Background: an optimization exercise with open tools, aiming at small area and a short achievable clock period. Do not read the settings as production practice.
At most, simulation tests tie the RTL to the original design; equivalence was not proved.
No functional check of the RTL was part of run 1.

==> flow/design.v, too long to show whole: its modules and the start of the top module <==
// module iir_biquad_filter: 1038 lines
// module iir_fa: 10 lines
// module iir_ha: 9 lines
module iir_biquad_filter #(
  parameter int unsigned NB   = 10,
  parameter int unsigned NC   = 10,
  parameter int unsigned FRAC = 9
) (
  input  logic                 CLK,
  input  logic                 RST,
  input  logic signed [NB-1:0] DIN,
  input  logic                 VIN,
  input  logic                 COEF_WE,
  input  logic [2:0]           COEF_ADDR,
  input  logic signed [NC-1:0] COEF_DATA,
  input  logic                 COEF_COMMIT,
  input  logic                 FLUSH,
  input  logic                 BYPASS,
  input  logic                 CLR_SAT,
  output logic signed [NB-1:0] DOUT,
  output logic                 VOUT,
  output logic                 SAT
);
  // ...
==> flow/run.sh <==
#!/bin/bash
# synth_recipe.tcl (not shown) runs the flow's synth.tcl, then flattens the netlist and writes it again
# the make line also repeats each setting of config.mk as NAME=value (left out here)
make -C /OpenROAD-flow-scripts/flow DESIGN_CONFIG=/design/flow/config.mk WORK_HOME=/design/flow/orfs CLKGATE_MAP_FILE= SYNTH_SCRIPT=/design/flow/synth_recipe.tcl finish
==> flow/config.mk <==
export PLATFORM = sky130hd
export DESIGN_NAME = iir_biquad_filter
export DESIGN_NICKNAME = iir_biquad_filter
export VERILOG_FILES = /design/flow/design.v
export SDC_FILE = /design/flow/constraint.sdc
export NUM_CORES = 4
export LEC_CHECK = 0
export ABC_AREA = 1
export CAP_MARGIN = 20
export CORE_MARGIN = 2
export CORE_UTILIZATION = 40
export SETUP_SLACK_MARGIN = 4
export SLEW_MARGIN = 20
export SYNTH_HIERARCHICAL = 1
export SYNTH_MINIMUM_KEEP_SIZE = 0
==> flow/constraint.sdc <==
create_clock -name core_clock -period 11.0 [get_ports {CLK}]
set_input_delay 2.2000 -clock core_clock [delete_from_list [all_inputs] [get_ports {CLK}]]
set_output_delay 2.2000 -clock core_clock [all_outputs]
set_load 0.01 [all_outputs]
==> flow_summary.toml, run 1 <==
[clock_network]
clockRootBuffer = "clkbuf_16"
cts_tree = "built"
cts_resized = 244
insertion_delay_ns = 0.47

[global_route]
grt_pass1_vias = 15300
grt_use_met2 = 0.433
grt_use_met1 = 0.368

[synthesis]
post-synth-top-area-fraction = 0.295
yosys_warnings = 9
netlist_top_cells_count = "280 x nand2_1, 262 x fa_1, 255 x o22ai_1, 251 x xor2_1, 163 x o21ai_0"
avgSynthCellArea_um2 = 9.26
yosys-top-cells-area = "fa_1 30%, dfrtp_1 21%, xor2_1 12%"

[outcome]
status = "timing/DRC/antenna clean"

[floorplanning]
core_area_mm2 = 0.0440

[cells_and_area]
seqCellArea_mm2 = 0.00382
stdcell_count = 2596
numSequentialCells = 152

[sta]
clock_skew_ns = 0.0296
finalCriticalPeriod_ns = 7.11

[setup_path]
required_ns = 11.32
slowest_delay_ns = 0.60
cp-end-kind = "register"

[route]
drtIter0Drc = 1480

[place]
globalplace.congestion = 1.01
==> run 2, diff against run 1 <==
--- a/flow/design.v
+++ b/flow/design.v
@@ -437,13 +437,13 @@
   wire fs3, fc3;
   iir_fa u_fa3 (.a(fs0), .b(fs1), .c(fs2), .s(fs3), .co(fc3));
   wire fs4, fc4;
-  iir_fa u_fa4 (.a(fc0), .b(pb1_r0[1]), .c(pb2_r0[1]), .s(fs4), .co(fc4));
+  iir_fa u_fa4 (.a(pb1_r0[1]), .b(pb2_r0[1]), .c(pa1_r0[1]), .s(fs4), .co(fc4));
   wire fs5, fc5;
-  iir_fa u_fa5 (.a(pa1_r0[1]), .b(pa2_r0[1]), .c(fc1), .s(fs5), .co(fc5));
+  iir_fa u_fa5 (.a(pa2_r0[1]), .b(fc0), .c(fc1), .s(fs5), .co(fc5));
   wire fs6, fc6;
-  iir_fa u_fa6 (.a(fc2), .b(fs4), .c(pb0_r0[1]), .s(fs6), .co(fc6));
-  wire hs7, hc7;
-  iir_ha u_ha7 (.a(fc3), .b(fs5), .s(hs7), .co(hc7));
+  iir_fa u_fa6 (.a(fc2), .b(fs4), .c(fc3), .s(fs6), .co(fc6));
+  wire fs7, fc7;
+  iir_fa u_fa7 (.a(fs5), .b(fs6), .c(pb0_r0[1]), .s(fs7), .co(fc7));
   wire fs8, fc8;
   iir_fa u_fa8 (.a(pb1_neg1), .b(pb2_neg1), .c(pa1_neg1), .s(fs8), .co(fc8));
   wire fs9, fc9;
@@ -457,29 +457,29 @@
   wire fs13, fc13;
   iir_fa u_fa13 (.a(fs9), .b(fs10), .c(fs11), .s(fs13), .co(fc13));
   wire fs14, fc14;
-  iir_fa u_fa14 (.a(fc5), .b(pb0_r0[2]), .c(pb0_r1[0]), .s(fs14), .co(fc14));
+  iir_fa u_fa14 (.a(fc5), .b(fs12), .c(fs13), .s(fs14), .co(fc14));
   wire fs15, fc15;
-  iir_fa u_fa15 (.a(fs12), .b(fs13), .c(hc7), .s(fs15), .co(fc15));
-  wire hs16, hc16;
-  iir_ha u_ha16 (.a(fc6), .b(fs14), .s(hs16), .co(hc16));
+  iir_fa u_fa15 (.a(fc6), .b(fs14), .c(pb0_r0[2]), .s(fs15), .co(fc15));
+  wire fs16, fc16;
+  iir_fa u_fa16 (.a(pb0_r1[0]), .b(fc7), .c(fs15), .s(fs16), .co(fc16));
   wire fs17, fc17;
-  iir_fa u_fa17 (.a(fc8), .b(pb1_r0[3]), .c(pb1_r1[1]), .s(fs17), .co(fc17));
+  iir_fa u_fa17 (.a(pb1_r0[3]), .b(pb1_r1[1]), .c(pb2_r0[3]), .s(fs17), .co(fc17));
   wire fs18, fc18;
-  iir_fa u_fa18 (.a(pb2_r0[3]), .b(pb2_r1[1]), .c(pa1_r0[3]), .s(fs18), .co(fc18));
+  iir_fa u_fa18 (.a(pb2_r1[1]), .b(pa1_r0[3]), .c(pa1_r1[1]), .s(fs18), .co(fc18));
   wire fs19, fc19;
-  iir_fa u_fa19 (.a(pa1_r1[1]), .b(pa2_r0[3]), .c(pa2_r1[1]), .s(fs19), .co(fc19));
+  iir_fa u_fa19 (.a(pa2_r0[3]), .b(pa2_r1[1]), .c(fc8), .s(fs19), .co(fc19));
   wire fs20, fc20;
   iir_fa u_fa20 (.a(fc9), .b(fc10), .c(fc11), .s(fs20), .co(fc20));
   wire fs21, fc21;
   iir_fa u_fa21 (.a(fs17), .b(fs18), .c(fs19), .s(fs21), .co(fc21));
   wire fs22, fc22;
-  iir_fa u_fa22 (.a(fc12), .b(pb0_r0[3]), .c(pb0_r1[1]), .s(fs22), .co(fc22));
+  iir_fa u_fa22 (.a(fc12), .b(fc13), .c(fs20), .s(fs22), .co(fc22));
   wire fs23, fc23;
-  iir_fa u_fa23 (.a(fc13), .b(fs20), .c(fs21), .s(fs23), .co(fc23));
+  iir_fa u_fa23 (.a(fs21), .b(fc14), .c(fs22), .s(fs23), .co(fc23));
   wire fs24, fc24;
-  iir_fa u_fa24 (.a(fc14), .b(fs22), .c(fs23), .s(fs24), .co(fc24));
+  iir_fa u_fa24 (.a(fs23), .b(pb0_r0[3]), .c(pb0_r1[1]), .s(fs24), .co(fc24));
   wire fs25, fc25;
-  iir_fa u_fa25 (.a(fc15), .b(hc16), .c(fs24), .s(fs25), .co(fc25));
+  iir_fa u_fa25 (.a(fc15), .b(fs24), .c(fc16), .s(fs25), .co(fc25));
   wire fs26, fc26;
   iir_fa u_fa26 (.a(pb1_neg2), .b(pb2_neg2), .c(pa1_neg2), .s(fs26), .co(fc26));
   wire fs27, fc27;
@@ -493,49 +493,49 @@
   wire fs31, fc31;
   iir_fa u_fa31 (.a(pa2_r1[2]), .b(pa2_r2[0]), .c(fs26), .s(fs31), .co(fc31));
   wire fs32, fc32;
-  iir_fa u_fa32 (.a(fc17), .b(fc18), .c(fc19), .s(fs32), .co(fc32));
+  iir_fa u_fa32 (.a(fc17), .b(fc18), .c(fs27), .s(fs32), .co(fc32));
   wire fs33, fc33;
-  iir_fa u_fa33 (.a(fs27), .b(fs28), .c(fs29), .s(fs33), .co(fc33));
+  iir_fa u_fa33 (.a(fs28), .b(fs29), .c(fs30), .s(fs33), .co(fc33));
   wire fs34, fc34;
-  iir_fa u_fa34 (.a(fs30), .b(fs31), .c(fc20), .s(fs34), .co(fc34));
+  iir_fa u_fa34 (.a(fc19), .b(fs31), .c(fc20), .s(fs34), .co(fc34));
   wire fs35, fc35;
-  iir_fa u_fa35 (.a(pb0_r0[4]), .b(pb0_r1[2]), .c(pb0_r2[0]), .s(fs35), .co(fc35));
+  iir_fa u_fa35 (.a(fs32), .b(fs33), .c(fc21), .s(fs35), .co(fc35));
   wire fs36, fc36;
-  iir_fa u_fa36 (.a(fc21), .b(fs32), .c(fs33), .s(fs36), .co(fc36));
+  iir_fa u_fa36 (.a(fc22), .b(fs34), .c(fs35), .s(fs36), .co(fc36));
   wire fs37, fc37;
-  iir_fa u_fa37 (.a(fc22), .b(fs34), .c(fs35), .s(fs37), .co(fc37));
+  iir_fa u_fa37 (.a(fc23), .b(fs36), .c(pb0_r0[4]), .s(fs37), .co(fc37));
   wire fs38, fc38;
-  iir_fa u_fa38 (.a(fc23), .b(fs36), .c(fs37), .s(fs38), .co(fc38));
+  iir_fa u_fa38 (.a(pb0_r1[2]), .b(pb0_r2[0]), .c(fc24), .s(fs38), .co(fc38));
   wire fs39, fc39;
-  iir_fa u_fa39 (.a(fc24), .b(fs38), .c(fc25), .s(fs39), .co(fc39));
+  iir_fa u_fa39 (.a(fs37), .b(fs38), .c(fc25), .s(fs39), .co(fc39));
   wire fs40, fc40;
-  iir_fa u_fa40 (.a(fc26), .b(pb1_r0[5]), .c(pb1_r1[3]), .s(fs40), .co(fc40));
+  iir_fa u_fa40 (.a(pb1_r0[5]), .b(pb1_r1[3]), .c(pb1_r2[1]), .s(fs40), .co(fc40));
   wire fs41, fc41;
-  iir_fa u_fa41 (.a(pb1_r2[1]), .b(pb2_r0[5]), .c(pb2_r1[3]), .s(fs41), .co(fc41));
+  iir_fa u_fa41 (.a(pb2_r0[5]), .b(pb2_r1[3]), .c(pb2_r2[1]), .s(fs41), .co(fc41));
   wire fs42, fc42;
-  iir_fa u_fa42 (.a(pb2_r2[1]), .b(pa1_r0[5]), .c(pa1_r1[3]), .s(fs42), .co(fc42));
+  iir_fa u_fa42 (.a(pa1_r0[5]), .b(pa1_r1[3]), .c(pa1_r2[1]), .s(fs42), .co(fc42));
   wire fs43, fc43;
-  iir_fa u_fa43 (.a(pa1_r2[1]), .b(pa2_r0[5]), .c(pa2_r1[3]), .s(fs43), .co(fc43));
+  iir_fa u_fa43 (.a(pa2_r0[5]), .b(pa2_r1[3]), .c(pa2_r2[1]), .s(fs43), .co(fc43));
   wire fs44, fc44;
-  iir_fa u_fa44 (.a(pa2_r2[1]), .b(fc27), .c(fc28), .s(fs44), .co(fc44));
+  iir_fa u_fa44 (.a(fc26), .b(fc27), .c(fc28), .s(fs44), .co(fc44));
   wire fs45, fc45;
-  iir_fa u_fa45 (.a(fc29), .b(fc30), .c(fc31), .s(fs45), .co(fc45));
+  iir_fa u_fa45 (.a(fc29), .b(fc30), .c(fs40), .s(fs45), .co(fc45));
   wire fs46, fc46;
-  iir_fa u_fa46 (.a(fs40), .b(fs41), .c(fs42), .s(fs46), .co(fc46));
+  iir_fa u_fa46 (.a(fs41), .b(fs42), .c(fs43), .s(fs46), .co(fc46));
   wire fs47, fc47;
-  iir_fa u_fa47 (.a(fs43), .b(fc32), .c(pb0_r0[5]), .s(fs47), .co(fc47));
+  iir_fa u_fa47 (.a(fc31), .b(fc32), .c(fc33), .s(fs47), .co(fc47));
   wire fs48, fc48;
-  iir_fa u_fa48 (.a(pb0_r1[3]), .b(pb0_r2[1]), .c(fc33), .s(fs48), .co(fc48));
+  iir_fa u_fa48 (.a(fs44), .b(fs45), .c(fs46), .s(fs48), .co(fc48));
   wire fs49, fc49;
-  iir_fa u_fa49 (.a(fs44), .b(fs45), .c(fs46), .s(fs49), .co(fc49));
+  iir_fa u_fa49 (.a(fc34), .b(fs47), .c(fc35), .s(fs49), .co(fc49));
   wire fs50, fc50;
-  iir_fa u_fa50 (.a(fc34), .b(fc35), .c(fs47), .s(fs50), .co(fc50));
+  iir_fa u_fa50 (.a(fs48), .b(fc36), .c(fs49), .s(fs50), .co(fc50));
   wire fs51, fc51;
-  iir_fa u_fa51 (.a(fc36), .b(fs48), .c(fs49), .s(fs51), .co(fc51));
+  iir_fa u_fa51 (.a(pb0_r0[5]), .b(pb0_r1[3]), .c(pb0_r2[1]), .s(fs51), .co(fc51));
   wire fs52, fc52;
-  iir_fa u_fa52 (.a(fc37), .b(fs50), .c(fs51), .s(fs52), .co(fc52));
-  wire hs53, hc53;
-  iir_ha u_ha53 (.a(fc38), .b(fs52), .s(hs53), .co(hc53));
+  iir_fa u_fa52 (.a(fs50), .b(fc37), .c(fs51), .s(fs52), .co(fc52));
+  wire fs53, fc53;
+  iir_fa u_fa53 (.a(fc38), .b(fs52), .c(fc39), .s(fs53), .co(fc53));
   wire fs54, fc54;
   iir_fa u_fa54 (.a(pb1_neg3), .b(pb2_neg3), .c(pa1_neg3), .s(fs54), .co(fc54));
   wire fs55, fc55;
@@ -559,33 +559,33 @@
   wire fs64, fc64;
   iir_fa u_fa64 (.a(fs59), .b(fs60), .c(fc44), .s(fs64), .co(fc64));
   wire fs65, fc65;
-  iir_fa u_fa65 (.a(fc45), .b(pb0_r0[6]), .c(pb0_r1[4]), .s(fs65), .co(fc65));
+  iir_fa u_fa65 (.a(fc45), .b(fc46), .c(fs61), .s(fs65), .co(fc65));
   wire fs66, fc66;
-  iir_fa u_fa66 (.a(pb0_r2[2]), .b(pb0_r3[0]), .c(fc46), .s(fs66), .co(fc66));
+  iir_fa u_fa66 (.a(fs62), .b(fs63), .c(fc47), .s(fs66), .co(fc66));
   wire fs67, fc67;
-  iir_fa u_fa67 (.a(fs61), .b(fs62), .c(fs63), .s(fs67), .co(fc67));
+  iir_fa u_fa67 (.a(fs64), .b(fc48), .c(fs65), .s(fs67), .co(fc67));
   wire fs68, fc68;
-  iir_fa u_fa68 (.a(fc47), .b(fc48), .c(fs64), .s(fs68), .co(fc68));
+  iir_fa u_fa68 (.a(fs66), .b(fc49), .c(fs67), .s(fs68), .co(fc68));
   wire fs69, fc69;
-  iir_fa u_fa69 (.a(fs65), .b(fc49), .c(fs66), .s(fs69), .co(fc69));
+  iir_fa u_fa69 (.a(pb0_r0[6]), .b(pb0_r1[4]), .c(pb0_r2[2]), .s(fs69), .co(fc69));
   wire fs70, fc70;
-  iir_fa u_fa70 (.a(fs67), .b(fc50), .c(fs68), .s(fs70), .co(fc70));
+  iir_fa u_fa70 (.a(pb0_r3[0]), .b(fc50), .c(fs68), .s(fs70), .co(fc70));
   wire fs71, fc71;
   iir_fa u_fa71 (.a(fc51), .b(fs69), .c(fs70), .s(fs71), .co(fc71));
   wire fs72, fc72;
-  iir_fa u_fa72 (.a(fc52), .b(hc53), .c(fs71), .s(fs72), .co(fc72));
+  iir_fa u_fa72 (.a(fc52), .b(fs71), .c(fc53), .s(fs72), .co(fc72));
   wire fs73, fc73;
-  iir_fa u_fa73 (.a(fc54), .b(pb1_r0[7]), .c(pb1_r1[5]), .s(fs73), .co(fc73));
+  iir_fa u_fa73 (.a(pb1_r0[7]), .b(pb1_r1[5]), .c(pb1_r2[3]), .s(fs73), .co(fc73));
   wire fs74, fc74;
-  iir_fa u_fa74 (.a(pb1_r2[3]), .b(pb1_r3[1]), .c(pb2_r0[7]), .s(fs74), .co(fc74));
+  iir_fa u_fa74 (.a(pb1_r3[1]), .b(pb2_r0[7]), .c(pb2_r1[5]), .s(fs74), .co(fc74));
   wire fs75, fc75;
-  iir_fa u_fa75 (.a(pb2_r1[5]), .b(pb2_r2[3]), .c(pb2_r3[1]), .s(fs75), .co(fc75));
+  iir_fa u_fa75 (.a(pb2_r2[3]), .b(pb2_r3[1]), .c(pa1_r0[7]), .s(fs75), .co(fc75));
   wire fs76, fc76;
-  iir_fa u_fa76 (.a(pa1_r0[7]), .b(pa1_r1[5]), .c(pa1_r2[3]), .s(fs76), .co(fc76));
+  iir_fa u_fa76 (.a(pa1_r1[5]), .b(pa1_r2[3]), .c(pa1_r3[1]), .s(fs76), .co(fc76));
   wire fs77, fc77;
-  iir_fa u_fa77 (.a(pa1_r3[1]), .b(pa2_r0[7]), .c(pa2_r1[5]), .s(fs77), .co(fc77));
+  iir_fa u_fa77 (.a(pa2_r0[7]), .b(pa2_r1[5]), .c(pa2_r2[3]), .s(fs77), .co(fc77));
   wire fs78, fc78;
-  iir_fa u_fa78 (.a(pa2_r2[3]), .b(pa2_r3[1]), .c(fc55), .s(fs78), .co(fc78));
+  iir_fa u_fa78 (.a(pa2_r3[1]), .b(fc54), .c(fc55), .s(fs78), .co(fc78));
   wire fs79, fc79;
   iir_fa u_fa79 (.a(fc56), .b(fc57), .c(fc58), .s(fs79), .co(fc79));
   wire fs80, fc80;
@@ -593,25 +593,25 @@
   wire fs81, fc81;
   iir_fa u_fa81 (.a(fs74), .b(fs75), .c(fs76), .s(fs81), .co(fc81));
   wire fs82, fc82;
-  iir_fa u_fa82 (.a(fs77), .b(fc61), .c(pb0_r0[7]), .s(fs82), .co(fc82));
+  iir_fa u_fa82 (.a(fs77), .b(fc61), .c(fc62), .s(fs82), .co(fc82));
   wire fs83, fc83;
-  iir_fa u_fa83 (.a(pb0_r1[5]), .b(pb0_r2[3]), .c(pb0_r3[1]), .s(fs83), .co(fc83));
+  iir_fa u_fa83 (.a(fc63), .b(fs78), .c(fs79), .s(fs83), .co(fc83));
   wire fs84, fc84;
-  iir_fa u_fa84 (.a(fc62), .b(fc63), .c(fs78), .s(fs84), .co(fc84));
+  iir_fa u_fa84 (.a(fs80), .b(fs81), .c(fc64), .s(fs84), .co(fc84));
   wire fs85, fc85;
-  iir_fa u_fa85 (.a(fs79), .b(fs80), .c(fs81), .s(fs85), .co(fc85));
+  iir_fa u_fa85 (.a(fc65), .b(fs82), .c(fs83), .s(fs85), .co(fc85));
   wire fs86, fc86;
-  iir_fa u_fa86 (.a(fc64), .b(fc65), .c(fc66), .s(fs86), .co(fc86));
+  iir_fa u_fa86 (.a(fc66), .b(fs84), .c(fc67), .s(fs86), .co(fc86));
   wire fs87, fc87;
-  iir_fa u_fa87 (.a(fs82), .b(fs83), .c(fc67), .s(fs87), .co(fc87));
+  iir_fa u_fa87 (.a(fs85), .b(pb0_r0[7]), .c(pb0_r1[5]), .s(fs87), .co(fc87));
   wire fs88, fc88;
-  iir_fa u_fa88 (.a(fs84), .b(fs85), .c(fc68), .s(fs88), .co(fc88));
+  iir_fa u_fa88 (.a(pb0_r2[3]), .b(pb0_r3[1]), .c(fc68), .s(fs88), .co(fc88));
   wire fs89, fc89;
-  iir_fa u_fa89 (.a(fc69), .b(fs86), .c(fs87), .s(fs89), .co(fc89));
+  iir_fa u_fa89 (.a(fs86), .b(fc69), .c(fs87), .s(fs89), .co(fc89));
   wire fs90, fc90;
   iir_fa u_fa90 (.a(fc70), .b(fs88), .c(fs89), .s(fs90), .co(fc90));
-  wire hs91, hc91;
-  iir_ha u_ha91 (.a(fc71), .b(fs90), .s(hs91), .co(hc91));
+  wire fs91, fc91;
+  iir_fa u_fa91 (.a(fc71), .b(fs90), .c(fc72), .s(fs91), .co(fc91));
   wire fs92, fc92;
   iir_fa u_fa92 (.a(pb1_neg4), .b(pb2_neg4), .c(pa1_neg4), .s(fs92), .co(fc92));
   wire fs93, fc93;
@@ -639,41 +639,41 @@
   wire fs104, fc104;
   iir_fa u_fa104 (.a(fs98), .b(fs99), .c(fc78), .s(fs104), .co(fc104));
   wire fs105, fc105;
-  iir_fa u_fa105 (.a(fc79), .b(pb0_r0[8]), .c(pb0_r1[6]), .s(fs105), .co(fc105));
+  iir_fa u_fa105 (.a(fc79), .b(fc80), .c(fc81), .s(fs105), .co(fc105));
   wire fs106, fc106;
-  iir_fa u_fa106 (.a(pb0_r2[4]), .b(pb0_r3[2]), .c(pb0_r4[0]), .s(fs106), .co(fc106));
+  iir_fa u_fa106 (.a(fs100), .b(fs101), .c(fs102), .s(fs106), .co(fc106));
   wire fs107, fc107;
-  iir_fa u_fa107 (.a(fc80), .b(fc81), .c(fs100), .s(fs107), .co(fc107));
+  iir_fa u_fa107 (.a(fs103), .b(fc82), .c(fc83), .s(fs107), .co(fc107));
   wire fs108, fc108;
-  iir_fa u_fa108 (.a(fs101), .b(fs102), .c(fs103), .s(fs108), .co(fc108));
+  iir_fa u_fa108 (.a(fs104), .b(fs105), .c(fs106), .s(fs108), .co(fc108));
   wire fs109, fc109;
-  iir_fa u_fa109 (.a(fc82), .b(fc83), .c(fc84), .s(fs109), .co(fc109));
+  iir_fa u_fa109 (.a(fc84), .b(fc85), .c(fs107), .s(fs109), .co(fc109));
   wire fs110, fc110;
-  iir_fa u_fa110 (.a(fs104), .b(fs105), .c(fs106), .s(fs110), .co(fc110));
+  iir_fa u_fa110 (.a(fs108), .b(pb0_r0[8]), .c(pb0_r1[6]), .s(fs110), .co(fc110));
   wire fs111, fc111;
-  iir_fa u_fa111 (.a(fc85), .b(fs107), .c(fs108), .s(fs111), .co(fc111));
+  iir_fa u_fa111 (.a(pb0_r2[4]), .b(pb0_r3[2]), .c(pb0_r4[0]), .s(fs111), .co(fc111));
   wire fs112, fc112;
-  iir_fa u_fa112 (.a(fc86), .b(fc87), .c(fs109), .s(fs112), .co(fc112));
+  iir_fa u_fa112 (.a(fc86), .b(fs109), .c(fc87), .s(fs112), .co(fc112));
   wire fs113, fc113;
   iir_fa u_fa113 (.a(fs110), .b(fs111), .c(fc88), .s(fs113), .co(fc113));
   wire fs114, fc114;
   iir_fa u_fa114 (.a(fc89), .b(fs112), .c(fs113), .s(fs114), .co(fc114));
   wire fs115, fc115;
-  iir_fa u_fa115 (.a(fc90), .b(hc91), .c(fs114), .s(fs115), .co(fc115));
+  iir_fa u_fa115 (.a(fc90), .b(fs114), .c(fc91), .s(fs115), .co(fc115));
   wire fs116, fc116;
-  iir_fa u_fa116 (.a(fc92), .b(pb1_r0[9]), .c(pb1_r1[7]), .s(fs116), .co(fc116));
+  iir_fa u_fa116 (.a(pb1_r0[9]), .b(pb1_r1[7]), .c(pb1_r2[5]), .s(fs116), .co(fc116));
   wire fs117, fc117;
-  iir_fa u_fa117 (.a(pb1_r2[5]), .b(pb1_r3[3]), .c(pb1_r4[1]), .s(fs117), .co(fc117));
+  iir_fa u_fa117 (.a(pb1_r3[3]), .b(pb1_r4[1]), .c(pb2_r0[9]), .s(fs117), .co(fc117));
   wire fs118, fc118;
-  iir_fa u_fa118 (.a(pb2_r0[9]), .b(pb2_r1[7]), .c(pb2_r2[5]), .s(fs118), .co(fc118));
+  iir_fa u_fa118 (.a(pb2_r1[7]), .b(pb2_r2[5]), .c(pb2_r3[3]), .s(fs118), .co(fc118));
   wire fs119, fc119;
-  iir_fa u_fa119 (.a(pb2_r3[3]), .b(pb2_r4[1]), .c(pa1_r0[9]), .s(fs119), .co(fc119));
+  iir_fa u_fa119 (.a(pb2_r4[1]), .b(pa1_r0[9]), .c(pa1_r1[7]), .s(fs119), .co(fc119));
   wire fs120, fc120;
-  iir_fa u_fa120 (.a(pa1_r1[7]), .b(pa1_r2[5]), .c(pa1_r3[3]), .s(fs120), .co(fc120));
+  iir_fa u_fa120 (.a(pa1_r2[5]), .b(pa1_r3[3]), .c(pa1_r4[1]), .s(fs120), .co(fc120));
   wire fs121, fc121;
-  iir_fa u_fa121 (.a(pa1_r4[1]), .b(pa2_r0[9]), .c(pa2_r1[7]), .s(fs121), .co(fc121));
+  iir_fa u_fa121 (.a(pa2_r0[9]), .b(pa2_r1[7]), .c(pa2_r2[5]), .s(fs121), .co(fc121));
   wire fs122, fc122;
-  iir_fa u_fa122 (.a(pa2_r2[5]), .b(pa2_r3[3]), .c(pa2_r4[1]), .s(fs122), .co(fc122));
+  iir_fa u_fa122 (.a(pa2_r3[3]), .b(pa2_r4[1]), .c(fc92), .s(fs122), .co(fc122));
   wire fs123, fc123;
   iir_fa u_fa123 (.a(fc93), .b(fc94), .c(fc95), .s(fs123), .co(fc123));
   wire fs124, fc124;
@@ -685,32 +685,31 @@
   wire fs127, fc127;
   iir_fa u_fa127 (.a(fs121), .b(fs122), .c(fc100), .s(fs127), .co(fc127));
   wire fs128, fc128;
-  iir_fa u_fa128 (.a(fc101), .b(pb0_r0[9]), .c(pb0_r1[7]), .s(fs128), .co(fc128));
+  iir_fa u_fa128 (.a(fc101), .b(fc102), .c(fc103), .s(fs128), .co(fc128));
   wire fs129, fc129;
-  iir_fa u_fa129 (.a(pb0_r2[5]), .b(pb0_r3[3]), .c(pb0_r4[1]), .s(fs129), .co(fc129));
+  iir_fa u_fa129 (.a(fs123), .b(fs124), .c(fs125), .s(fs129), .co(fc129));
   wire fs130, fc130;
-  iir_fa u_fa130 (.a(fc102), .b(fc103), .c(fs123), .s(fs130), .co(fc130));
+  iir_fa u_fa130 (.a(fs126), .b(fc104), .c(fc105), .s(fs130), .co(fc130));
   wire fs131, fc131;
-  iir_fa u_fa131 (.a(fs124), .b(fs125), .c(fs126), .s(fs131), .co(fc131));
+  iir_fa u_fa131 (.a(fs127), .b(fc106), .c(fs128), .s(fs131), .co(fc131));
   wire fs132, fc132;
-  iir_fa u_fa132 (.a(fc104), .b(fc105), .c(fc106), .s(fs132), .co(fc132));
+  iir_fa u_fa132 (.a(fs129), .b(fc107), .c(fs130), .s(fs132), .co(fc132));
   wire fs133, fc133;
-  iir_fa u_fa133 (.a(fc107), .b(fs127), .c(fs128), .s(fs133), .co(fc133));
+  iir_fa u_fa133 (.a(fc108), .b(fs131), .c(pb0_r0[9]), .s(fs133), .co(fc133));
   wire fs134, fc134;
-  iir_fa u_fa134 (.a(fs129), .b(fc108), .c(fs130), .s(fs134), .co(fc134));
+  iir_fa u_fa134 (.a(pb0_r1[7]), .b(pb0_r2[5]), .c(pb0_r3[3]), .s(fs134), .co(fc134));
   wire fs135, fc135;
-  iir_fa u_fa135 (.a(fs131), .b(fc109), .c(fc110), .s(fs135), .co(fc135));
+  iir_fa u_fa135 (.a(pb0_r4[1]), .b(fc109), .c(fs132), .s(fs135), .co(fc135));
   wire fs136, fc136;
-  iir_fa u_fa136 (.a(fs132), .b(fs133), .c(fc111), .s(fs136), .co(fc136));
+  iir_fa u_fa136 (.a(fc110), .b(fc111), .c(fs133), .s(fs136), .co(fc136));
   wire fs137, fc137;
-  iir_fa u_fa137 (.a(fs134), .b(fc112), .c(fs135), .s(fs137), .co(fc137));
+  iir_fa u_fa137 (.a(fs134), .b(fs135), .c(fc112), .s(fs137), .co(fc137));
   wire fs138, fc138;
   iir_fa u_fa138 (.a(fs136), .b(fc113), .c(fs137), .s(fs138), .co(fc138));
-  wire hs139, hc139;
-  iir_ha u_ha139 (.a(fc114), .b(fs138), .s(hs139), .co(hc139));
+  wire fs139, fc139;
+  iir_fa u_fa139 (.a(fc114), .b(fs138), .c(fc115), .s(fs139), .co(fc139));
   wire fs140, fc140;
-  assign fs140 = ~(pb1_r0[10] ^ pb1_r1[8]);
-  assign fc140 = pb1_r0[10] | pb1_r1[8];
+  iir_fa u_fa140 (.a(1'b1), .b(pb1_r0[10]), .c(pb1_r1[8]), .s(fs140), .co(fc140));
   wire fs141, fc141;
   iir_fa u_fa141 (.a(pb1_r2[6]), .b(pb1_r3[4]), .c(pb1_r4[2]), .s(fs141), .co(fc141));
   wire fs142, fc142;
@@ -728,38 +727,37 @@
   wire fs148, fc148;
   iir_fa u_fa148 (.a(fc119), .b(fc120), .c(fc121), .s(fs148), .co(fc148));
   wire fs149, fc149;
-  iir_fa u_fa149 (.a(fc122), .b(fs140), .c(fs141), .s(fs149), .co(fc149));
+  iir_fa u_fa149 (.a(fs140), .b(fs141), .c(fs142), .s(fs149), .co(fc149));
   wire fs150, fc150;
-  iir_fa u_fa150 (.a(fs142), .b(fs143), .c(fs144), .s(fs150), .co(fc150));
+  iir_fa u_fa150 (.a(fs143), .b(fs144), .c(fs145), .s(fs150), .co(fc150));
   wire fs151, fc151;
-  iir_fa u_fa151 (.a(fs145), .b(fs146), .c(fc123), .s(fs151), .co(fc151));
+  iir_fa u_fa151 (.a(fs146), .b(fc122), .c(fc123), .s(fs151), .co(fc151));
   wire fs152, fc152;
-  iir_fa u_fa152 (.a(fc124), .b(pb0_r0[10]), .c(pb0_r1[8]), .s(fs152), .co(fc152));
+  iir_fa u_fa152 (.a(fc124), .b(fc125), .c(fc126), .s(fs152), .co(fc152));
   wire fs153, fc153;
-  iir_fa u_fa153 (.a(pb0_r2[6]), .b(pb0_r3[4]), .c(pb0_r4[2]), .s(fs153), .co(fc153));
+  iir_fa u_fa153 (.a(fs147), .b(fs148), .c(fs149), .s(fs153), .co(fc153));
   wire fs154, fc154;
-  iir_fa u_fa154 (.a(fc125), .b(fc126), .c(fs147), .s(fs154), .co(fc154));
+  iir_fa u_fa154 (.a(fs150), .b(fc127), .c(fc128), .s(fs154), .co(fc154));
   wire fs155, fc155;
-  iir_fa u_fa155 (.a(fs148), .b(fs149), .c(fs150), .s(fs155), .co(fc155));
+  iir_fa u_fa155 (.a(fs151), .b(fc129), .c(fs152), .s(fs155), .co(fc155));
   wire fs156, fc156;
-  iir_fa u_fa156 (.a(fc127), .b(fc128), .c(fc129), .s(fs156), .co(fc156));
+  iir_fa u_fa156 (.a(fs153), .b(fc130), .c(fc131), .s(fs156), .co(fc156));
   wire fs157, fc157;
-  iir_fa u_fa157 (.a(fc130), .b(fs151), .c(fs152), .s(fs157), .co(fc157));
+  iir_fa u_fa157 (.a(fs154), .b(fs155), .c(pb0_r0[10]), .s(fs157), .co(fc157));
   wire fs158, fc158;
-  iir_fa u_fa158 (.a(fs153), .b(fc131), .c(fs154), .s(fs158), .co(fc158));
+  iir_fa u_fa158 (.a(pb0_r1[8]), .b(pb0_r2[6]), .c(pb0_r3[4]), .s(fs158), .co(fc158));
   wire fs159, fc159;
-  iir_fa u_fa159 (.a(fs155), .b(fc132), .c(fc133), .s(fs159), .co(fc159));
+  iir_fa u_fa159 (.a(pb0_r4[2]), .b(fc132), .c(fs156), .s(fs159), .co(fc159));
   wire fs160, fc160;
-  iir_fa u_fa160 (.a(fs156), .b(fc134), .c(fs157), .s(fs160), .co(fc160));
+  iir_fa u_fa160 (.a(fc133), .b(fc134), .c(fs157), .s(fs160), .co(fc160));
   wire fs161, fc161;
   iir_fa u_fa161 (.a(fs158), .b(fc135), .c(fs159), .s(fs161), .co(fc161));
   wire fs162, fc162;
-  iir_fa u_fa162 (.a(fc136), .b(fs160), .c(fc137), .s(fs162), .co(fc162));
+  iir_fa u_fa162 (.a(fc136), .b(fs160), .c(fs161), .s(fs162), .co(fc162));
   wire fs163, fc163;
-  iir_fa u_fa163 (.a(fs161), .b(fc138), .c(fs162), .s(fs163), .co(fc163));
+  iir_fa u_fa163 (.a(fc137), .b(fs162), .c(fc138), .s(fs163), .co(fc163));
   wire fs164, fc164;
-  assign fs164 = ~(pb1_r1[9] ^ pb1_r2[7]);
-  assign fc164 = pb1_r1[9] | pb1_r2[7];
+  iir_fa u_fa164 (.a(1'b1), .b(pb1_r1[9]), .c(pb1_r2[7]), .s(fs164), .co(fc164));
   wire fs165, fc165;
   iir_fa u_fa165 (.a(pb1_r3[5]), .b(pb1_r4[3]), .c(pb2_r1[9]), .s(fs165), .co(fc165));
   wire fs166, fc166;
@@ -779,32 +777,31 @@
   wire fs173, fc173;
   iir_fa u_fa173 (.a(fs167), .b(fs168), .c(fc147), .s(fs173), .co(fc173));
   wire fs174, fc174;
-  iir_fa u_fa174 (.a(fc148), .b(pb0_r1[9]), .c(pb0_r2[7]), .s(fs174), .co(fc174));
+  iir_fa u_fa174 (.a(fc148), .b(fc149), .c(fc150), .s(fs174), .co(fc174));
   wire fs175, fc175;
-  iir_fa u_fa175 (.a(pb0_r3[5]), .b(pb0_r4[3]), .c(fc149), .s(fs175), .co(fc175));
+  iir_fa u_fa175 (.a(fs169), .b(fs170), .c(fs171), .s(fs175), .co(fc175));
   wire fs176, fc176;
-  iir_fa u_fa176 (.a(fc150), .b(fs169), .c(fs170), .s(fs176), .co(fc176));
+  iir_fa u_fa176 (.a(fs172), .b(fc151), .c(fc152), .s(fs176), .co(fc176));
   wire fs177, fc177;
-  iir_fa u_fa177 (.a(fs171), .b(fs172), .c(fc151), .s(fs177), .co(fc177));
+  iir_fa u_fa177 (.a(fs173), .b(fc153), .c(fs174), .s(fs177), .co(fc177));
   wire fs178, fc178;
-  iir_fa u_fa178 (.a(fc152), .b(fc153), .c(fc154), .s(fs178), .co(fc178));
+  iir_fa u_fa178 (.a(fs175), .b(fc154), .c(fc155), .s(fs178), .co(fc178));
   wire fs179, fc179;
-  iir_fa u_fa179 (.a(fs173), .b(fs174), .c(fc155), .s(fs179), .co(fc179));
+  iir_fa u_fa179 (.a(fs176), .b(fs177), .c(pb0_r1[9]), .s(fs179), .co(fc179));
   wire fs180, fc180;
-  iir_fa u_fa180 (.a(fs175), .b(fs176), .c(fc156), .s(fs180), .co(fc180));
+  iir_fa u_fa180 (.a(pb0_r2[7]), .b(pb0_r3[5]), .c(pb0_r4[3]), .s(fs180), .co(fc180));
   wire fs181, fc181;
-  iir_fa u_fa181 (.a(fs177), .b(fc157), .c(fc158), .s(fs181), .co(fc181));
+  iir_fa u_fa181 (.a(fc156), .b(fs178), .c(fc157), .s(fs181), .co(fc181));
   wire fs182, fc182;
-  iir_fa u_fa182 (.a(fs178), .b(fs179), .c(fc159), .s(fs182), .co(fc182));
+  iir_fa u_fa182 (.a(fc158), .b(fs179), .c(fs180), .s(fs182), .co(fc182));
   wire fs183, fc183;
-  iir_fa u_fa183 (.a(fs180), .b(fc160), .c(fs181), .s(fs183), .co(fc183));
+  iir_fa u_fa183 (.a(fc159), .b(fc160), .c(fs181), .s(fs183), .co(fc183));
   wire fs184, fc184;
-  iir_fa u_fa184 (.a(fc161), .b(fs182), .c(fs183), .s(fs184), .co(fc184));
-  wire hs185, hc185;
-  iir_ha u_ha185 (.a(fc162), .b(fs184), .s(hs185), .co(hc185));
+  iir_fa u_fa184 (.a(fs182), .b(fc161), .c(fs183), .s(fs184), .co(fc184));
+  wire fs185, fc185;
+  iir_fa u_fa185 (.a(fc162), .b(fs184), .c(fc163), .s(fs185), .co(fc185));
   wire fs186, fc186;
-  assign fs186 = ~(pb1_r1[10] ^ pb1_r2[8]);
-  assign fc186 = pb1_r1[10] | pb1_r2[8];
+  iir_fa u_fa186 (.a(1'b1), .b(pb1_r1[10]), .c(pb1_r2[8]), .s(fs186), .co(fc186));
   wire fs187, fc187;
   iir_fa u_fa187 (.a(pb1_r3[6]), .b(pb1_r4[4]), .c(pb2_r1[10]), .s(fs187), .co(fc187));
   wire fs188, fc188;
@@ -824,27 +821,27 @@
   wire fs195, fc195;
   iir_fa u_fa195 (.a(fc169), .b(fc170), .c(fc171), .s(fs195), .co(fc195));
   wire fs196, fc196;
-  iir_fa u_fa196 (.a(pb0_r1[10]), .b(pb0_r2[8]), .c(pb0_r3[6]), .s(fs196), .co(fc196));
+  iir_fa u_fa196 (.a(fc172), .b(fs191), .c(fs192), .s(fs196), .co(fc196));
   wire fs197, fc197;
-  iir_fa u_fa197 (.a(pb0_r4[4]), .b(fc172), .c(fs191), .s(fs197), .co(fc197));
+  iir_fa u_fa197 (.a(fs193), .b(fs194), .c(fc173), .s(fs197), .co(fc197));
   wire fs198, fc198;
-  iir_fa u_fa198 (.a(fs192), .b(fs193), .c(fs194), .s(fs198), .co(fc198));
+  iir_fa u_fa198 (.a(fc174), .b(fc175), .c(fs195), .s(fs198), .co(fc198));
   wire fs199, fc199;
-  iir_fa u_fa199 (.a(fc173), .b(fc174), .c(fc175), .s(fs199), .co(fc199));
+  iir_fa u_fa199 (.a(fs196), .b(fc176), .c(fs197), .s(fs199), .co(fc199));
   wire fs200, fc200;
-  iir_fa u_fa200 (.a(fc176), .b(fs195), .c(fs196), .s(fs200), .co(fc200));
+  iir_fa u_fa200 (.a(fc177), .b(fs198), .c(pb0_r1[10]), .s(fs200), .co(fc200));
   wire fs201, fc201;
-  iir_fa u_fa201 (.a(fs197), .b(fs198), .c(fc177), .s(fs201), .co(fc201));
+  iir_fa u_fa201 (.a(pb0_r2[8]), .b(pb0_r3[6]), .c(pb0_r4[4]), .s(fs201), .co(fc201));
   wire fs202, fc202;
-  iir_fa u_fa202 (.a(fc178), .b(fc179), .c(fs199), .s(fs202), .co(fc202));
+  iir_fa u_fa202 (.a(fc178), .b(fs199), .c(fc179), .s(fs202), .co(fc202));
   wire fs203, fc203;
-  iir_fa u_fa203 (.a(fs200), .b(fc180), .c(fs201), .s(fs203), .co(fc203));
+  iir_fa u_fa203 (.a(fc180), .b(fs200), .c(fs201), .s(fs203), .co(fc203));
   wire fs204, fc204;
-  iir_fa u_fa204 (.a(fc181), .b(fs202), .c(fc182), .s(fs204), .co(fc204));
+  iir_fa u_fa204 (.a(fc181), .b(fc182), .c(fs202), .s(fs204), .co(fc204));
   wire fs205, fc205;
   iir_fa u_fa205 (.a(fs203), .b(fc183), .c(fs204), .s(fs205), .co(fc205));
-  wire hs206, hc206;
-  iir_ha u_ha206 (.a(fc184), .b(hc185), .s(hs206), .co(hc206));
+  wire fs206, fc206;
+  iir_fa u_fa206 (.a(fc184), .b(fs205), .c(fc185), .s(fs206), .co(fc206));
   wire fs207, fc207;
   iir_fa u_fa207 (.a(pb1_r2[9]), .b(pb1_r3[7]), .c(pb1_r4[5]), .s(fs207), .co(fc207));
   wire fs208, fc208;
@@ -860,28 +857,27 @@
   wire fs213, fc213;
   iir_fa u_fa213 (.a(fs208), .b(fs209), .c(fs210), .s(fs213), .co(fc213));
   wire fs214, fc214;
-  iir_fa u_fa214 (.a(fc191), .b(fc192), .c(pb0_r2[9]), .s(fs214), .co(fc214));
+  iir_fa u_fa214 (.a(fc191), .b(fc192), .c(fc193), .s(fs214), .co(fc214));
   wire fs215, fc215;
-  iir_fa u_fa215 (.a(pb0_r3[7]), .b(pb0_r4[5]), .c(fc193), .s(fs215), .co(fc215));
+  iir_fa u_fa215 (.a(fc194), .b(fs211), .c(fs212), .s(fs215), .co(fc215));
   wire fs216, fc216;
-  iir_fa u_fa216 (.a(fc194), .b(fs211), .c(fs212), .s(fs216), .co(fc216));
+  iir_fa u_fa216 (.a(fs213), .b(fc195), .c(fc196), .s(fs216), .co(fc216));
   wire fs217, fc217;
-  iir_fa u_fa217 (.a(fs213), .b(fc195), .c(fc196), .s(fs217), .co(fc217));
+  iir_fa u_fa217 (.a(fs214), .b(fs215), .c(fc197), .s(fs217), .co(fc217));
   wire fs218, fc218;
-  iir_fa u_fa218 (.a(fc197), .b(fs214), .c(fc198), .s(fs218), .co(fc218));
+  iir_fa u_fa218 (.a(fc198), .b(fs216), .c(pb0_r2[9]), .s(fs218), .co(fc218));
   wire fs219, fc219;
-  iir_fa u_fa219 (.a(fs215), .b(fs216), .c(fc199), .s(fs219), .co(fc219));
+  iir_fa u_fa219 (.a(pb0_r3[7]), .b(pb0_r4[5]), .c(fc199), .s(fs219), .co(fc219));
   wire fs220, fc220;
-  iir_fa u_fa220 (.a(fc200), .b(fs217), .c(fs218), .s(fs220), .co(fc220));
+  iir_fa u_fa220 (.a(fs217), .b(fc200), .c(fc201), .s(fs220), .co(fc220));
   wire fs221, fc221;
-  iir_fa u_fa221 (.a(fc201), .b(fc202), .c(fs219), .s(fs221), .co(fc221));
+  iir_fa u_fa221 (.a(fs218), .b(fs219), .c(fc202), .s(fs221), .co(fc221));
   wire fs222, fc222;
-  iir_fa u_fa222 (.a(fs220), .b(fc203), .c(fs221), .s(fs222), .co(fc222));
+  iir_fa u_fa222 (.a(fc203), .b(fs220), .c(fs221), .s(fs222), .co(fc222));
   wire fs223, fc223;
   iir_fa u_fa223 (.a(fc204), .b(fs222), .c(fc205), .s(fs223), .co(fc223));
   wire fs224, fc224;
-  assign fs224 = ~(pb1_r2[10] ^ pb1_r3[8]);
-  assign fc224 = pb1_r2[10] | pb1_r3[8];
+  iir_fa u_fa224 (.a(1'b1), .b(pb1_r2[10]), .c(pb1_r3[8]), .s(fs224), .co(fc224));
   wire fs225, fc225;
   iir_fa u_fa225 (.a(pb1_r4[6]), .b(pb2_r2[10]), .c(pb2_r3[8]), .s(fs225), .co(fc225));
   wire fs226, fc226;
@@ -895,23 +891,23 @@
   wire fs230, fc230;
   iir_fa u_fa230 (.a(fs225), .b(fs226), .c(fs227), .s(fs230), .co(fc230));
   wire fs231, fc231;
-  iir_fa u_fa231 (.a(fc211), .b(pb0_r2[10]), .c(pb0_r3[8]), .s(fs231), .co(fc231));
+  iir_fa u_fa231 (.a(fc211), .b(fc212), .c(fc213), .s(fs231), .co(fc231));
   wire fs232, fc232;
-  iir_fa u_fa232 (.a(pb0_r4[6]), .b(fc212), .c(fc213), .s(fs232), .co(fc232));
+  iir_fa u_fa232 (.a(fs228), .b(fs229), .c(fs230), .s(fs232), .co(fc232));
   wire fs233, fc233;
-  iir_fa u_fa233 (.a(fs228), .b(fs229), .c(fs230), .s(fs233), .co(fc233));
+  iir_fa u_fa233 (.a(fc214), .b(fc215), .c(fs231), .s(fs233), .co(fc233));
   wire fs234, fc234;
-  iir_fa u_fa234 (.a(fc214), .b(fc215), .c(fs231), .s(fs234), .co(fc234));
+  iir_fa u_fa234 (.a(fs232), .b(fc216), .c(fs233), .s(fs234), .co(fc234));
   wire fs235, fc235;
-  iir_fa u_fa235 (.a(fc216), .b(fs232), .c(fs233), .s(fs235), .co(fc235));
+  iir_fa u_fa235 (.a(pb0_r2[10]), .b(pb0_r3[8]), .c(pb0_r4[6]), .s(fs235), .co(fc235));
   wire fs236, fc236;
-  iir_fa u_fa236 (.a(fc217), .b(fc218), .c(fs234), .s(fs236), .co(fc236));
+  iir_fa u_fa236 (.a(fc217), .b(fs234), .c(fc218), .s(fs236), .co(fc236));
   wire fs237, fc237;
-  iir_fa u_fa237 (.a(fs235), .b(fc219), .c(fc220), .s(fs237), .co(fc237));
+  iir_fa u_fa237 (.a(fc219), .b(fs235), .c(fc220), .s(fs237), .co(fc237));
   wire fs238, fc238;
   iir_fa u_fa238 (.a(fs236), .b(fc221), .c(fs237), .s(fs238), .co(fc238));
-  wire hs239, hc239;
-  iir_ha u_ha239 (.a(fc222), .b(fs238), .s(hs239), .co(hc239));
+  wire fs239, fc239;
+  iir_fa u_fa239 (.a(fc222), .b(fs238), .c(fc223), .s(fs239), .co(fc239));
   wire fs240, fc240;
   iir_fa u_fa240 (.a(pb1_r3[9]), .b(pb1_r4[7]), .c(pb2_r3[9]), .s(fs240), .co(fc240));
   wire fs241, fc241;
@@ -923,13 +919,13 @@
   wire fs244, fc244;
   iir_fa u_fa244 (.a(fs240), .b(fs241), .c(fc228), .s(fs244), .co(fc244));
   wire fs245, fc245;
-  iir_fa u_fa245 (.a(pb0_r3[9]), .b(pb0_r4[7]), .c(fc229), .s(fs245), .co(fc245));
+  iir_fa u_fa245 (.a(fc229), .b(fc230), .c(fs242), .s(fs245), .co(fc245));
   wire fs246, fc246;
-  iir_fa u_fa246 (.a(fc230), .b(fs242), .c(fs243), .s(fs246), .co(fc246));
+  iir_fa u_fa246 (.a(fs243), .b(fc231), .c(fs244), .s(fs246), .co(fc246));
   wire fs247, fc247;
-  iir_fa u_fa247 (.a(fc231), .b(fc232), .c(fs244), .s(fs247), .co(fc247));
+  iir_fa u_fa247 (.a(fc232), .b(fs245), .c(fc233), .s(fs247), .co(fc247));
   wire fs248, fc248;
-  iir_fa u_fa248 (.a(fc233), .b(fs245), .c(fs246), .s(fs248), .co(fc248));
+  iir_fa u_fa248 (.a(fs246), .b(pb0_r3[9]), .c(pb0_r4[7]), .s(fs248), .co(fc248));
   wire fs249, fc249;
   iir_fa u_fa249 (.a(fc234), .b(fs247), .c(fc235), .s(fs249), .co(fc249));
   wire fs250, fc250;
@@ -937,8 +933,7 @@
   wire fs251, fc251;
   iir_fa u_fa251 (.a(fc237), .b(fs250), .c(fc238), .s(fs251), .co(fc251));
   wire fs252, fc252;
-  assign fs252 = ~(pb1_r3[10] ^ pb1_r4[8]);
-  assign fc252 = pb1_r3[10] | pb1_r4[8];
+  iir_fa u_fa252 (.a(1'b1), .b(pb1_r3[10]), .c(pb1_r4[8]), .s(fs252), .co(fc252));
   wire fs253, fc253;
   iir_fa u_fa253 (.a(pb2_r3[10]), .b(pb2_r4[8]), .c(pa1_r3[10]), .s(fs253), .co(fc253));
   wire fs254, fc254;
@@ -948,51 +943,50 @@
   wire fs256, fc256;
   iir_fa u_fa256 (.a(fs253), .b(fs254), .c(fc242), .s(fs256), .co(fc256));
   wire fs257, fc257;
-  iir_fa u_fa257 (.a(fc243), .b(pb0_r3[10]), .c(pb0_r4[8]), .s(fs257), .co(fc257));
+  iir_fa u_fa257 (.a(fc243), .b(fs255), .c(fc244), .s(fs257), .co(fc257));
   wire fs258, fc258;
-  iir_fa u_fa258 (.a(fs255), .b(fc244), .c(fc245), .s(fs258), .co(fc258));
+  iir_fa u_fa258 (.a(fc245), .b(fs256), .c(fc246), .s(fs258), .co(fc258));
   wire fs259, fc259;
-  iir_fa u_fa259 (.a(fc246), .b(fs256), .c(fs257), .s(fs259), .co(fc259));
+  iir_fa u_fa259 (.a(fs257), .b(pb0_r3[10]), .c(pb0_r4[8]), .s(fs259), .co(fc259));
   wire fs260, fc260;
-  iir_fa u_fa260 (.a(fc247), .b(fc248), .c(fs258), .s(fs260), .co(fc260));
+  iir_fa u_fa260 (.a(fc247), .b(fs258), .c(fc248), .s(fs260), .co(fc260));
   wire fs261, fc261;
   iir_fa u_fa261 (.a(fs259), .b(fc249), .c(fs260), .s(fs261), .co(fc261));
-  wire hs262, hc262;
-  iir_ha u_ha262 (.a(fc250), .b(fs261), .s(hs262), .co(hc262));
+  wire fs262, fc262;
+  iir_fa u_fa262 (.a(fc250), .b(fs261), .c(fc251), .s(fs262), .co(fc262));
   wire fs263, fc263;
   iir_fa u_fa263 (.a(pb1_r4[9]), .b(pb2_r4[9]), .c(pa1_r4[9]), .s(fs263), .co(fc263));
   wire fs264, fc264;
   iir_fa u_fa264 (.a(pa2_r4[9]), .b(fc252), .c(fc253), .s(fs264), .co(fc264));
   wire fs265, fc265;
-  iir_fa u_fa265 (.a(fc254), .b(fs263), .c(pb0_r4[9]), .s(fs265), .co(fc265));
+  iir_fa u_fa265 (.a(fc254), .b(fs263), .c(fc255), .s(fs265), .co(fc265));
   wire fs266, fc266;
-  iir_fa u_fa266 (.a(fc255), .b(fs264), .c(fc256), .s(fs266), .co(fc266));
+  iir_fa u_fa266 (.a(fs264), .b(fc256), .c(fs265), .s(fs266), .co(fc266));
   wire fs267, fc267;
-  iir_fa u_fa267 (.a(fc257), .b(fs265), .c(fc258), .s(fs267), .co(fc267));
+  iir_fa u_fa267 (.a(fc257), .b(fs266), .c(pb0_r4[9]), .s(fs267), .co(fc267));
   wire fs268, fc268;
-  iir_fa u_fa268 (.a(fs266), .b(fc259), .c(fc260), .s(fs268), .co(fc268));
+  iir_fa u_fa268 (.a(fc258), .b(fc259), .c(fs267), .s(fs268), .co(fc268));
   wire fs269, fc269;
-  iir_fa u_fa269 (.a(fs267), .b(fc261), .c(fs268), .s(fs269), .co(fc269));
+  iir_fa u_fa269 (.a(fc260), .b(fs268), .c(fc261), .s(fs269), .co(fc269));
   wire fs270, fc270;
-  assign fs270 = ~(pb1_r4[10] ^ pb2_r4[10]);
-  assign fc270 = pb1_r4[10] | pb2_r4[10];
+  iir_fa u_fa270 (.a(1'b1), .b(pb1_r4[10]), .c(pb2_r4[10]), .s(fs270), .co(fc270));
   wire fs271, fc271;
   iir_fa u_fa271 (.a(pa1_r4[10]), .b(pa2_r4[10]), .c(fc263), .s(fs271), .co(fc271));
   wire fs272, fc272;
-  iir_fa u_fa272 (.a(fs270), .b(fc264), .c(pb0_r4[10]), .s(fs272), .co(fc272));
+  iir_fa u_fa272 (.a(fs270), .b(fc264), .c(fs271), .s(fs272), .co(fc272));
   wire fs273, fc273;
-  iir_fa u_fa273 (.a(fs271), .b(fc265), .c(fs272), .s(fs273), .co(fc273));
+  iir_fa u_fa273 (.a(fc265), .b(fs272), .c(fc266), .s(fs273), .co(fc273));
   wire fs274, fc274;
-  iir_fa u_fa274 (.a(fc266), .b(fs273), .c(fc267), .s(fs274), .co(fc274));
-  wire hs275, hc275;
-  iir_ha u_ha275 (.a(fc268), .b(fs274), .s(hs275), .co(hc275));
+  iir_fa u_fa274 (.a(pb0_r4[10]), .b(fs273), .c(fc267), .s(fs274), .co(fc274));
+  wire fs275, fc275;
+  iir_fa u_fa275 (.a(fc268), .b(fs274), .c(fc269), .s(fs275), .co(fc275));
   wire fs276, fc276;
   iir_fa u_fa276 (.a(fc270), .b(fc271), .c(fc272), .s(fs276), .co(fc276));
   wire fs277, fc277;
-  iir_fa u_fa277 (.a(fc273), .b(fs276), .c(fc274), .s(fs277), .co(fc277));
+  iir_fa u_fa277 (.a(fs276), .b(fc273), .c(fc274), .s(fs277), .co(fc277));
   wire [21:0] cs_a, cs_b;
-  assign cs_a = {1'b1, fc276, hc275, hs275, hc262, hs262, hc239, hs239, hc206, fs205, fc163, hc139, fc115, fs115, hs91, fs72, hs53, fs39, fs25, fs15, hs7, pb0_r0[0]};
-  assign cs_b = {1'b0, fc277, fs277, fc269, fs269, fc251, fs251, fc223, fs223, hs206, hs185, fs163, hs139, 1'b0, fc72, 1'b0, fc39, 1'b0, 1'b0, hs16, fs6, fs3};
+  assign cs_a = {1'b1, fc276, fs277, fs275, fs269, fs262, fs251, fs239, fs223, fs206, fs185, fs163, fs139, fs115, fs91, fs72, fs53, fs39, fs25, fs16, fs7, fs3};
+  assign cs_b = {1'b0, fc277, fc275, 1'b0, fc262, 1'b0, fc239, 1'b0, fc206, 1'b0, 1'b0, fc139, 1'b0, 1'b0, 1'b0, 1'b0, 1'b0, 1'b0, 1'b0, 1'b0, 1'b0, pb0_r0[0]};
   assign acc_c = cs_a + cs_b;
   assign clip_c = (acc_c[21:18] != {4{acc_c[21]}});
   assign y_c    = clip_c ? {acc_c[21], {(NB-1){~acc_c[21]}}} : acc_c[18:9];
@@ -1046,12 +1040,3 @@
   assign s  = a ^ b ^ c;
   assign co = (a & b) | (a & c) | (b & c);
 endmodule
-module iir_ha (
-  input  logic a,
-  input  logic b,
-  output logic s,
-  output logic co
-);
-  assign s  = a ^ b;
-  assign co = a & b;
-endmodule
--- a/flow/config.mk
+++ b/flow/config.mk
@@ -9,7 +9,6 @@
 export CAP_MARGIN = 20
 export CORE_MARGIN = 2
 export CORE_UTILIZATION = 40
-export SETUP_SLACK_MARGIN = 4
 export SLEW_MARGIN = 20
 export SYNTH_HIERARCHICAL = 1
 export SYNTH_MINIMUM_KEEP_SIZE = 0
==> run 2 against run 1 <==
Non-clock buffer count decreased by 81; global-route usage is 1.1 points lower; sequential share of layout area up 2.2 points.
==> flow_summary.toml, run 2 <==
[outcome]
status = "timing/DRC/antenna clean"

[clock_network]
ctsHoldBuffers = 0
cts_htree_levels = 4
cts_resized = 0
cts_tree = "built"
insertion_delay_ns = 0.49
path_clk_slew_ns = 0.07
clk_path_buf_depth = 2
cts_num_sinks = 152
cts_setup_buffers = 0
clockRootBuffer = "clkbuf_16"
cts_inserted_buffers = 17

[sta]
setup_tns_ns = 0
fmax_mhz = 112
finalCritPeriodShare = 0.815
fin_ws_ns = 2.03
timing.final.max_slew_violations = 0
finalSetupViolCount = 0
worst_slew_pin_slew_ns = 0.908
hold_viol = 0
fin_hold_ws_ns = 0.476
finalCriticalPeriod_ns = 8.97
clock_skew_ns = 0.0280
slew_headroom = 0.395
rsz0062_at_grt = "no"

[synthesis]
synthFlopType = "dfrtp_1"
synthSimpleGateAreaFrac = 0.0987
synth-seq-cells = 152
synth.distinct_cells = 33
muxShareOfSynthArea = 0
yosys-top-cells-area = "fa_1 32%, dfrtp_1 22%, xor2_1 12%"
synth_edf_count = 0
async_reset_ff_frac = 1.00
syn-instance-count = 1846
syn-cell-area_mm2 = 0.0174
netlist_top_cells_count = "278 x fa_1, 259 x nand2_1, 255 x o22ai_1, 249 x xor2_1, 163 x o21ai_0"
post-synth-top-area-fraction = 0.319
synth_top_family_by_area = "adder cells"
synth_compound_area_frac = 0.145
synthAdderAreaFrac = 0.338
avgSynthCellArea_um2 = 9.45
synth_xor_area_frac = 0.136
synth.most_common_cell = "fa_1"
yosys_warnings = 9
yosysTopAreaCell = "fa_1"
yosysSeqAreaShare = 0.218

[cells_and_area]
layout_commonest_cell = "fa_1"
nNetsFinal = 2168
drive_above_1_share = 0.0498
num_antenna_cells = 0
stdcell_count = 2431
reg.largest.list = "act_q (50), shd_q (50)"
design_area_mm2 = 0.0189
syn_to_final_growth_pct = 8.55
mostFrequentLayoutCells = "278 x fa_1, 259 x nand2_1, 255 x o22ai_1"

[global_route]
grt_usage = 0.269
grt_pass1_vias = 14100
grt_max_degree = 101
grt_use_met1 = 0.361
antenna_found_initial = 0
grt_use_met3 = 0.0646
overflow = 0
grt_use_met2 = 0.408
gr-max-usage-layer = "met2"
grt_pass1_wl_um = 87700

[setup_path]
crit_arrival_ns = 9.30
critical_path_peak_fanout = 18
required_ns = 11.33
path_class = "reg -> reg"
cp-end-kind = "register"
critPathLaunchType = "register"
path_common_cell = "fa_1"
crit_slowest_cell = "dfrtp_1"
slowest_delay_ns = 0.78

[route]
drtAntennaViolNets = 0
drc_errors = 0
vias = 13800
post_drt_wl_per_cell_um = 23.8
drt-pass1-iter-count = 6
viasPerCell = 5.68
routed_wirelength_um = 57900
drtIter0Drc = 1594

[floorplanning]
std_cell_rows = 76
core_area_mm2 = 0.0431
die_w_um = 213
initial_core_util = 0.405
dieHeight_um = 213
die-area_mm2 = 0.0453
pin_count = 43

[hold_path]
hp-class = "reg -> reg"

[place]
globalplace.congestion = 0.965
dpl.hpwl_um = 46600
postPlaceCellArea_mm2 = 0.0183
place_ws_ns = 1.80
port-buffer-count = 42
dp.cells = 2399

[run]
drv_cap = 0
run 2: cell types whose count changed after synthesis, moves of 5 or more:
| cell | previous run | this run |
|---|---|---|
| ha_1 | 52 | 26 |
| inv_1 | 157 | 131 |
| nand2_1 | 280 | 259 |
| fa_1 | 262 | 278 |
| buf_2 | 1 | 11 |
| buf_1 | 23 | 15 |
| nor2_1 | 47 | 55 |
| nand3_2 | 15 | 9 |
| a21oi_1 | 22 | 17 |
run 2: worst paths after layout:
path / cells past startpoint / startpoint / slack, ns / end
hold / removal: 2 / shd_q[2][5] / 0.48 / act_q[2][5]
setup / recovery: 31 / act_q[2][1] / 2.03 / y1_q[7]
hold reg to reg: 2 / shd_q[2][5] / 0.48 / act_q[2][5]
setup reg to reg: 31 / act_q[2][1] / 2.03 / y1_q[7]
max in group asynchronous: 3 / RST / 7.32 / y2_q[5]
min in group asynchronous: 2 / RST / 2.26 / shd_q[0][7]
run 2: cell families after synthesis:
family	count (synthesis)
adders and majority gates	304
DFF	152
xor gates and xnor gates	271
and+or+nand+nor	399
other	1
buffers and inverters	279
AOI/OAI and AO/OA	440
run 2: Yosys stat by module (local to each module, per instance):
| module | flip-flops and latches | cells | cell area, um^2 | times used |
|---|---|---|---|---|
| iir_fa | 0 | 1 | 20.0 | 278 |
| iir_biquad_filter | 152 | 1568 | 11900 | 1 |
run 2: layout make-up:
type | count | area, um^2
fill | 4168 | 24100
multi-input combinational | 1420 | 12500
sequential | 152 | 3800
tap | 585 | 732
inverter | 175 | 662
timing repair buffer | 67 | 603
clock buffer | 17 | 425
clock inverter | 15 | 170
run 2: metal layers:
| layer | routed length [um] | part of all wire | vias to the layer above |
|---|---|---|---|
| li1 | - | - | 6079 |
| met1 | 24000 | 0.41 | 6963 |
| met2 | 26100 | 0.45 | 643 |
| met3 | 4920 | 0.085 | 123 |
| met4 | 2870 | 0.050 | 0 |
| met5 | 0 | 0 | - |
run 2: worst max-delay path: cells and delay by family (launching register included):
| kind | cells | cell delay [ns] |
|---|---|---|
| adder cells (fa/ha/maj) | 13 | 5.69 |
| XOR/XNOR | 1 | 0.36 |
| AO/OA/AOI/OAI | 2 | 0.30 |
| AND/OR/NAND/NOR | 15 | 1.67 |
| flip-flops | 1 | 0.78 |
run 2: per-stage QoR:
step	utilization
final	0.440
after CTS	0.440
after global routing	0.440
after global placement	0.426
after detailed placement	0.426
after floorplan	-

==> static timing again, ports no longer ideal <==
No port has a modelled driver above. Below, the same layouts with a new extraction and two added sets of constraints.
Step 1, drivers: a clkbuf_16 drives CLK and a buf_2 each remaining input, both assumed.
Step 2 moves the port delays by t, midway between the first and last clock arrival at a register: inputs arrive t later, outputs are due t later. That takes back most of the time a late clock gives input paths.
Slacks: ideal / step 1 / step 2; pairs: ideal / step 1.
| run | shift t [ns] | setup WS [ns] | worst setup path after step 2 | latest minus earliest clock arrival (ns) | worst slew at a driven data input, ns |
|---|---|---|---|---|---|
| run 1 | 0.506 | 3.888 / 3.892 / 3.386 | input to register | 0.030 / 0.030 | 0.04 |
| run 2 | 0.537 | 2.034 / 2.034 / 1.713 | input to register | 0.028 / 0.028 | 0.04 |
After both steps setup and hold are still met in every run listed. For run 1, which loses most, drivers alone change the setup slack by +0.004 ns; drivers and shift together by -0.502 ns.
